Source: an optimization exercise on an open RTL-to-GDS flow (aim: small area). Production flows keep margins and buffers that such runs may drop. RTL that was checked went through simulation tests only; none was proved equivalent to the original. No activity file was given, so power comes from the tool's default toggle rates.

==> inputs of job 7448 <==
Design c3po_packer, start of the top module:
module c3po_packer #(
    parameter int unsigned IN_BYTES_P = 32,
    parameter int unsigned BEATS_P    = 5
) (
    input  logic                            i_clk,
    input  logic                            i_reset,
    input  logic                            i_in_val,
    input  logic                            i_in_sop,
    input  logic                            i_in_eop,
    input  logic [7:0]                      i_in_vbc,
    input  logic [IN_BYTES_P*8-1:0]         i_in_data,
    output logic                            o_in_ready,
    output logic                            o_out_val,
    output logic                            o_out_sop,
    output logic                            o_out_eop,
    output logic [7:0]                      o_out_vbc,
    output logic [IN_BYTES_P*BEATS_P*8-1:0] o_out_data,
    input  logic                            i_out_ready,
    output logic                            o_idle,
    output logic                            o_err
);
Settings: LEC_CHECK=0, CAP_MARGIN=10, CORE_AREA=5 5 355 355, DIE_AREA=0 0 360 360, SLEW_MARGIN=10, SYNTH_HIERARCHICAL=1; clock period 5.0 ns.
standard.sh (not shown) runs the stock make flow with config.mk's settings and CLKGATE_MAP_FILE= SYNTH_SCRIPT=/design/flow/synth_recipe.tcl, a recipe that flattens the netlist after the stock synthesis.
==> flow/flow/run.sh <==
#!/bin/bash
# Own layout flow: the standard ORFS flow (standard synthesis unchanged),
# with the smallest buffer cell on the ports and a clock tree of clkbuf_4
# sink clusters sized for the flip-flop clock-pin slew limit, without dummy loads.
set -euo pipefail
export BUFFER_PORTS_ARGS="-buffer_cell sky130_fd_sc_hd__buf_1"
export CTS_ARGS="-sink_clustering_enable -repair_clock_nets -buf_list sky130_fd_sc_hd__clkbuf_4 -sink_buffer_max_cap_derate 0.1 -sink_clustering_size 9 -sink_clustering_max_diameter 45 -dont_use_dummy_load"
bash standard.sh > flow_orfs.log 2>&1
==> inputs of job 4973, as changes to job 7448 <==
==> flow/flow/run.sh (replaced) <==
#!/bin/bash
# Own layout flow: the standard ORFS flow (standard synthesis unchanged),
# with the smallest buffer cell on the ports and a clock tree of large sink
# clusters driven by clkbuf_16, without dummy loads.
set -euo pipefail
export BUFFER_PORTS_ARGS="-buffer_cell sky130_fd_sc_hd__buf_1"
export CTS_ARGS="-sink_clustering_enable -repair_clock_nets -buf_list {sky130_fd_sc_hd__clkbuf_8 sky130_fd_sc_hd__clkbuf_16} -sink_clustering_buffer sky130_fd_sc_hd__clkbuf_16 -sink_clustering_size 24 -sink_clustering_max_diameter 50 -dont_use_dummy_load"
bash standard.sh > flow_orfs.log 2>&1
- CAP_MARGIN: 10 -> 0
- CORE_AREA: 5 5 355 355 -> 10 10 490 490
- DIE_AREA: 0 0 360 360 -> 0 0 500 500
- SLEW_MARGIN: 10 -> 0
==> inputs of job 9678, as changes to job 7448 <==
- CORE_AREA: 5 5 355 355 -> 10 10 490 490
- DIE_AREA: 0 0 360 360 -> 0 0 500 500
- GPL_ROUTABILITY_DRIVEN: not set -> 0
- GPL_TIMING_DRIVEN: not set -> 0
==> inputs of job 1553, as changes to job 7448 <==
- CORE_AREA: 5 5 355 355 -> 10 10 490 490
- DIE_AREA: 0 0 360 360 -> 0 0 500 500
==> notes <==
- Between job 1553 and job 9678, the lower cell count is in job 1553 (gap 3.5%, measured against job 9678).
- Synthesized cell count is the same in job 1553 and job 4973.
- Register-to-register slack, highest first: job 1553, job 4973, job 9678.
- In job 9678 the total power is smaller than in job 4973, by 13%.
- Job 4973 produced a layout that fails on capacitance limit, slew limit. Job 1553 produced a clean layout. Job 7448 did not get past I/O pin placement with PPL-0024. Job 9678 produced a clean layout.
- Between job 1553 and job 4973, the lower global-route usage is in job 4973 (gap 0.094 points).

========
==> run a: inputs <==
==> flow/design.v <==
module c3po_packer #(
    parameter int unsigned IN_BYTES_P = 32,
    parameter int unsigned BEATS_P    = 5
) (
    input  logic                            i_clk,
    input  logic                            i_reset,
    input  logic                            i_in_val,
    input  logic                            i_in_sop,
    input  logic                            i_in_eop,
    input  logic [7:0]                      i_in_vbc,
    input  logic [IN_BYTES_P*8-1:0]         i_in_data,
    output logic                            o_in_ready,
    output logic                            o_out_val,
    output logic                            o_out_sop,
    output logic                            o_out_eop,
    output logic [7:0]                      o_out_vbc,
    output logic [IN_BYTES_P*BEATS_P*8-1:0] o_out_data,
    input  logic                            i_out_ready,
    output logic                            o_idle,
    output logic                            o_err
);
    localparam int unsigned InW  = IN_BYTES_P * 8;
    localparam int unsigned OutW = IN_BYTES_P * BEATS_P * 8;
    localparam int unsigned CntW = (BEATS_P > 1) ? $clog2(BEATS_P) : 1;
    typedef enum logic [0:0] {StIdle, StAcc} state_e;
    state_e              r_state, w_state_nxt;
    logic [CntW-1:0]     r_cnt, w_cnt_nxt;
    logic                r_first, w_first_nxt;
    logic [OutW-1:0]     r_acc, w_acc_nxt;
    logic                r_out_val, r_out_sop, r_out_eop, r_err;
    logic [7:0]          r_out_vbc;
    logic [OutW-1:0]     r_out_data;
    logic                w_take, w_vbc_legal, w_vbc_err, w_load, w_err_nxt, w_word_sop;
    logic [7:0]          w_vbc_eff, w_word_vbc;
    logic [CntW-1:0]     w_slot;
    logic [InW-1:0]      w_beat;
    assign o_in_ready  = !r_out_val || i_out_ready;
    assign w_take      = i_in_val && o_in_ready;
    assign w_vbc_legal = (i_in_vbc != 8'd0) && (i_in_vbc <= 8'(IN_BYTES_P));
    assign w_vbc_eff   = (i_in_eop && w_vbc_legal) ? i_in_vbc : 8'(IN_BYTES_P);
    assign w_vbc_err   = !w_vbc_legal || (!i_in_eop && (i_in_vbc != 8'(IN_BYTES_P)));
    assign w_word_vbc  = 8'(IN_BYTES_P * 32'(w_slot)) + w_vbc_eff;
    always_comb begin
        w_beat = '0;
        for (int j = 0; j < IN_BYTES_P; j++) begin
            if (8'(j) < w_vbc_eff) begin
                w_beat[8*j +: 8] = i_in_data[8*j +: 8];
            end
        end
    end
    always_comb begin
        w_state_nxt = r_state;
        w_cnt_nxt   = r_cnt;
        w_first_nxt = r_first;
        w_acc_nxt   = r_acc;
        w_load      = 1'b0;
        w_err_nxt   = 1'b0;
        w_word_sop  = r_first;
        w_slot      = r_cnt;
        if (w_take) begin
            w_err_nxt = w_vbc_err;
            if (r_state == StIdle && !i_in_sop) begin
                w_err_nxt = 1'b1;
            end else begin
                if (i_in_sop) begin
                    w_slot     = '0;
                    w_word_sop = 1'b1;
                    if (r_state == StAcc) begin
                        w_err_nxt = 1'b1;
                    end
                end
                if (w_slot == '0) begin
                    w_acc_nxt = '0;
                end
                for (int s = 0; s < BEATS_P; s++) begin
                    if (CntW'(s) == w_slot) begin
                        w_acc_nxt[s*InW +: InW] = w_beat;
                    end
                end
                if (i_in_eop || w_slot == CntW'(BEATS_P - 1)) begin
                    w_load      = 1'b1;
                    w_cnt_nxt   = '0;
                    w_first_nxt = 1'b0;
                    w_state_nxt = i_in_eop ? StIdle : StAcc;
                end else begin
                    w_cnt_nxt   = w_slot + CntW'(1);
                    w_first_nxt = w_word_sop;
                    w_state_nxt = StAcc;
                end
            end
        end
    end
    always_ff @(posedge i_clk) begin
        if (i_reset) begin
            r_state    <= StIdle;
            r_cnt      <= '0;
            r_first    <= 1'b0;
            r_acc      <= '0;
            r_err      <= 1'b0;
            r_out_val  <= 1'b0;
            r_out_sop  <= 1'b0;
            r_out_eop  <= 1'b0;
            r_out_vbc  <= '0;
            r_out_data <= '0;
        end else begin
            r_state <= w_state_nxt;
            r_cnt   <= w_cnt_nxt;
            r_first <= w_first_nxt;
            r_acc   <= w_acc_nxt;
            r_err   <= w_err_nxt;
            if (w_load) begin
                r_out_val  <= 1'b1;
                r_out_sop  <= w_word_sop;
                r_out_eop  <= i_in_eop;
                r_out_vbc  <= w_word_vbc;
                r_out_data <= w_acc_nxt;
            end else if (i_out_ready) begin
                r_out_val <= 1'b0;
            end
        end
    end
    assign o_out_val  = r_out_val;
    assign o_out_sop  = r_out_sop;
    assign o_out_eop  = r_out_eop;
    assign o_out_vbc  = r_out_vbc;
    assign o_out_data = r_out_data;
    assign o_err      = r_err;
    assign o_idle     = (r_state == StIdle) && !r_out_val;
endmodule
==> flow/run.sh <==
#!/bin/bash
# synth_recipe.tcl (not shown) runs the flow's synth.tcl, then flattens the netlist and writes it again
# the make line also repeats each setting of config.mk as NAME=value (left out here)
make -C /OpenROAD-flow-scripts/flow DESIGN_CONFIG=/design/flow/config.mk WORK_HOME=/design/flow/orfs CLKGATE_MAP_FILE= SYNTH_SCRIPT=/design/flow/synth_recipe.tcl finish
==> flow/config.mk <==
export PLATFORM = sky130hd
export DESIGN_NAME = c3po_packer
export DESIGN_NICKNAME = c3po_packer
export VERILOG_FILES = /design/flow/design.v
export SDC_FILE = /design/flow/constraint.sdc
export NUM_CORES = 4
export LEC_CHECK = 0
export CAP_MARGIN = 20
export CORE_AREA = 10 10 490 490
export DIE_AREA = 0 0 500 500
export SLEW_MARGIN = 20
==> flow/constraint.sdc <==
create_clock -name core_clock -period 5.0 [get_ports {i_clk}]
set_input_delay 1.0000 -clock core_clock [delete_from_list [all_inputs] [get_ports {i_clk}]]
set_output_delay 1.0000 -clock core_clock [all_outputs]
set_load 0.01 [all_outputs]
==> run b: changes against run a <==
==> flow/design.v, changed modules only <==
module c3po_packer #(
    parameter int unsigned IN_BYTES_P = 32,
    parameter int unsigned BEATS_P    = 5
) (
    input  logic                            i_clk,
    input  logic                            i_reset,
    input  logic                            i_in_val,
    input  logic                            i_in_sop,
    input  logic                            i_in_eop,
    input  logic [7:0]                      i_in_vbc,
    input  logic [IN_BYTES_P*8-1:0]         i_in_data,
    output logic                            o_in_ready,
    output logic                            o_out_val,
    output logic                            o_out_sop,
    output logic                            o_out_eop,
    output logic [7:0]                      o_out_vbc,
    output logic [IN_BYTES_P*BEATS_P*8-1:0] o_out_data,
    input  logic                            i_out_ready,
    output logic                            o_idle,
    output logic                            o_err
);
    localparam int unsigned InW  = IN_BYTES_P * 8;
    localparam int unsigned OutW = IN_BYTES_P * BEATS_P * 8;
    localparam int unsigned CntW = (BEATS_P > 1) ? $clog2(BEATS_P) : 1;
    localparam int unsigned EffW = $clog2(IN_BYTES_P + 1);
    logic                r_busy;    
    logic                r_wdone;   
    logic [CntW-1:0]     r_cnt;     
    logic                r_first;   
    logic [EffW-1:0]     r_eff;     
    logic                r_out_val, r_err;
    logic [OutW-1:0]     r_data;
    logic                w_take, w_acc, w_vbc_legal, w_vbc_err, w_fin, w_word_sop, w_new;
    logic [7:0]          w_vbc_eff;
    logic [CntW-1:0]     w_slot;
    logic [BEATS_P-1:0]  w_we, w_hold;
    logic [IN_BYTES_P-1:0] w_bmask;
    assign o_in_ready  = !r_out_val || i_out_ready;
    assign w_take      = i_in_val && o_in_ready;
    assign w_vbc_legal = (i_in_vbc != 8'd0) && (i_in_vbc <= 8'(IN_BYTES_P));
    assign w_vbc_eff   = (i_in_eop && w_vbc_legal) ? i_in_vbc : 8'(IN_BYTES_P);
    assign w_vbc_err   = !w_vbc_legal || (!i_in_eop && (i_in_vbc != 8'(IN_BYTES_P)));
    assign w_acc      = w_take && (r_busy || i_in_sop);
    assign w_new      = i_in_sop || r_wdone;
    assign w_slot     = w_new ? '0 : r_cnt + CntW'(1);
    assign w_word_sop = i_in_sop || (!r_wdone && r_first);
    assign w_fin      = i_in_eop || (w_slot == CntW'(BEATS_P - 1));
    always_comb begin
        for (int j = 0; j < IN_BYTES_P; j++) begin
            w_bmask[j] = 8'(j) < w_vbc_eff;
        end
        for (int s = 0; s < BEATS_P; s++) begin
            w_we[s]   = w_acc && (w_slot == CntW'(s));
            w_hold[s] = !(w_acc && (w_slot == CntW'(s) || w_new));
        end
    end
    for (genvar s = 0; s < BEATS_P; s++) begin : g_slot
        for (genvar j = 0; j < IN_BYTES_P; j++) begin : g_byte
            logic w_wb;
            assign w_wb = w_we[s] && w_bmask[j];
            always_ff @(posedge i_clk) begin
                r_data[s*InW + 8*j +: 8] <= ({8{w_wb}} & i_in_data[8*j +: 8]) |
                                            ({8{w_hold[s]}} & r_data[s*InW + 8*j +: 8]);
            end
        end
    end
    always_ff @(posedge i_clk) begin
        if (i_reset) begin
            r_busy    <= 1'b0;
            r_wdone   <= 1'b1;
            r_err     <= 1'b0;
            r_out_val <= 1'b0;
        end else begin
            r_err <= w_take && (w_vbc_err || !(r_busy || i_in_sop) || (i_in_sop && r_busy));
            if (w_acc) begin
                r_busy  <= !i_in_eop;
                r_wdone <= w_fin;
            end
            if (w_acc && w_fin) begin
                r_out_val <= 1'b1;
            end else if (i_out_ready) begin
                r_out_val <= 1'b0;
            end
        end
    end
    always_ff @(posedge i_clk) begin
        if (w_acc) begin
            r_cnt   <= w_slot;
            r_first <= w_word_sop;
            r_eff   <= EffW'(w_vbc_eff);
        end
    end
    assign o_out_val  = r_out_val;
    assign o_out_sop  = r_first;
    assign o_out_eop  = !r_busy;
    assign o_out_vbc  = 8'(IN_BYTES_P * 32'(r_cnt)) + 8'(r_eff);
    assign o_out_data = r_data;
    assign o_err      = r_err;
    assign o_idle     = !r_busy && !r_out_val;
endmodule
==> flow/flow/run.sh (new file) <==
#!/bin/bash
# Own layout flow: the standard ORFS flow (standard synthesis unchanged),
# with the smallest buffer cell on the ports and a clock tree built from
# small clock buffers without dummy loads.
set -euo pipefail
export BUFFER_PORTS_ARGS="-buffer_cell sky130_fd_sc_hd__buf_1"
export CTS_ARGS="-sink_clustering_enable -repair_clock_nets -buf_list sky130_fd_sc_hd__clkbuf_4 -dont_use_dummy_load"
bash standard.sh > flow_orfs.log 2>&1
==> flow/standard.sh (new file) <==
#!/bin/bash
# synth_recipe.tcl (not shown) runs the flow's synth.tcl, then flattens the netlist and writes it again
# the make line also repeats each setting of config.mk as NAME=value (left out here)
make -C /OpenROAD-flow-scripts/flow DESIGN_CONFIG=/design/flow/config.mk WORK_HOME=/design/flow/orfs CLKGATE_MAP_FILE= SYNTH_SCRIPT=/design/flow/synth_recipe.tcl "${@:-finish}"
removed: flow/run.sh
==> flow_summary.ini <==
[global_route]
grt_first_pass_wirelength_mm = 367
met2_usage_pct = 34.9
use_met3_pct = 7.52

[layout]
inv_count = 14
reg_top3 = r_data (1280), r_eff (6), r_cnt (3)

[synth]
syn_area_per_cell_um2 = 11.6
syn_nets = 3941

[run_status]
status = no timing/DRC/antenna violations

[sta]
period_minus_slack_ns = 4.21

[clock_network]
cts_hold_buf = 75

[worst_setup_path]
cp-start-kind = flop
worstSetupEndpointType = output pin
(the above is from run b)
==> flow_summary.ini <==
[clock_network]
cts_buffers = 291
cts_hold_buf = 0

[layout]
layout-drive-gt1-share_pct = 7.01
inv_count = 43
fin_util_pct = 51.9

[synth]
syn_nets = 10092
syn_area_per_cell_um2 = 9.32

[sta]
worst_hold_slack_ns = 0.427

[global_route]
use_met3_pct = 10.2
met2_usage_pct = 54.4
grt_first_pass_wirelength_mm = 636

[worst_setup_path]
cp-start-kind = input port
worstSetupEndpointType = flop

[power]
pwr-share-comb_pct = 9.9

[run_status]
status = no timing/DRC/antenna violations
(the above is from run a)
The RTL of run b was laid out without a check of its function.

-- what the ideal ports hide --
No port has a modelled driver above. Below, the same layouts with a new extraction and two added sets of constraints.
Step 1: set_driving_cell puts a clkbuf_16 on i_clk and a buf_2 on each other input, an assumption about the parent block.
Step 2 times the ports against the registers' clock, not the clock port: input delays grow and output delays shrink by t, the midpoint of the rising clock arrivals with the driver on.
Three values: ideal ports, drivers, drivers and shift; two values: the first two.
| run | t (ns) | slack for setup (ns) | worst setup path after step 2 | latest minus earliest clock arrival (ns) | worst register clock-pin slew, ns |
|---|---|---|---|---|---|
| job 4973 | 0.825 | 1.032 / 1.032 / 0.599 | input to register | 0.133 / 0.133 | 0.09 / 0.09 |
| job 9678 | 1.244 | 0.425 / 0.425 / -0.426 | input to register | 0.281 / 0.281 | 0.11 / 0.11 |
| job 1553 | 1.231 | 1.079 / 1.079 / -0.023 | input to register | 0.216 / 0.216 | 0.11 / 0.11 |
| run a | 1.014 | 0.812 / 0.861 / -0.152 | input to register | 0.083 / 0.083 | 0.06 / 0.06 |
| run b | 1.335 | 0.790 / 0.694 / 0.689 | input to register | 0.243 / 0.243 | 0.08 / 0.08 |
Met with ideal ports but missed after step 2: setup timing in job 9678, job 1553 and run a. For job 1553, which loses most, drivers alone change the setup slack by 0.000 ns; drivers and shift together by -1.102 ns.
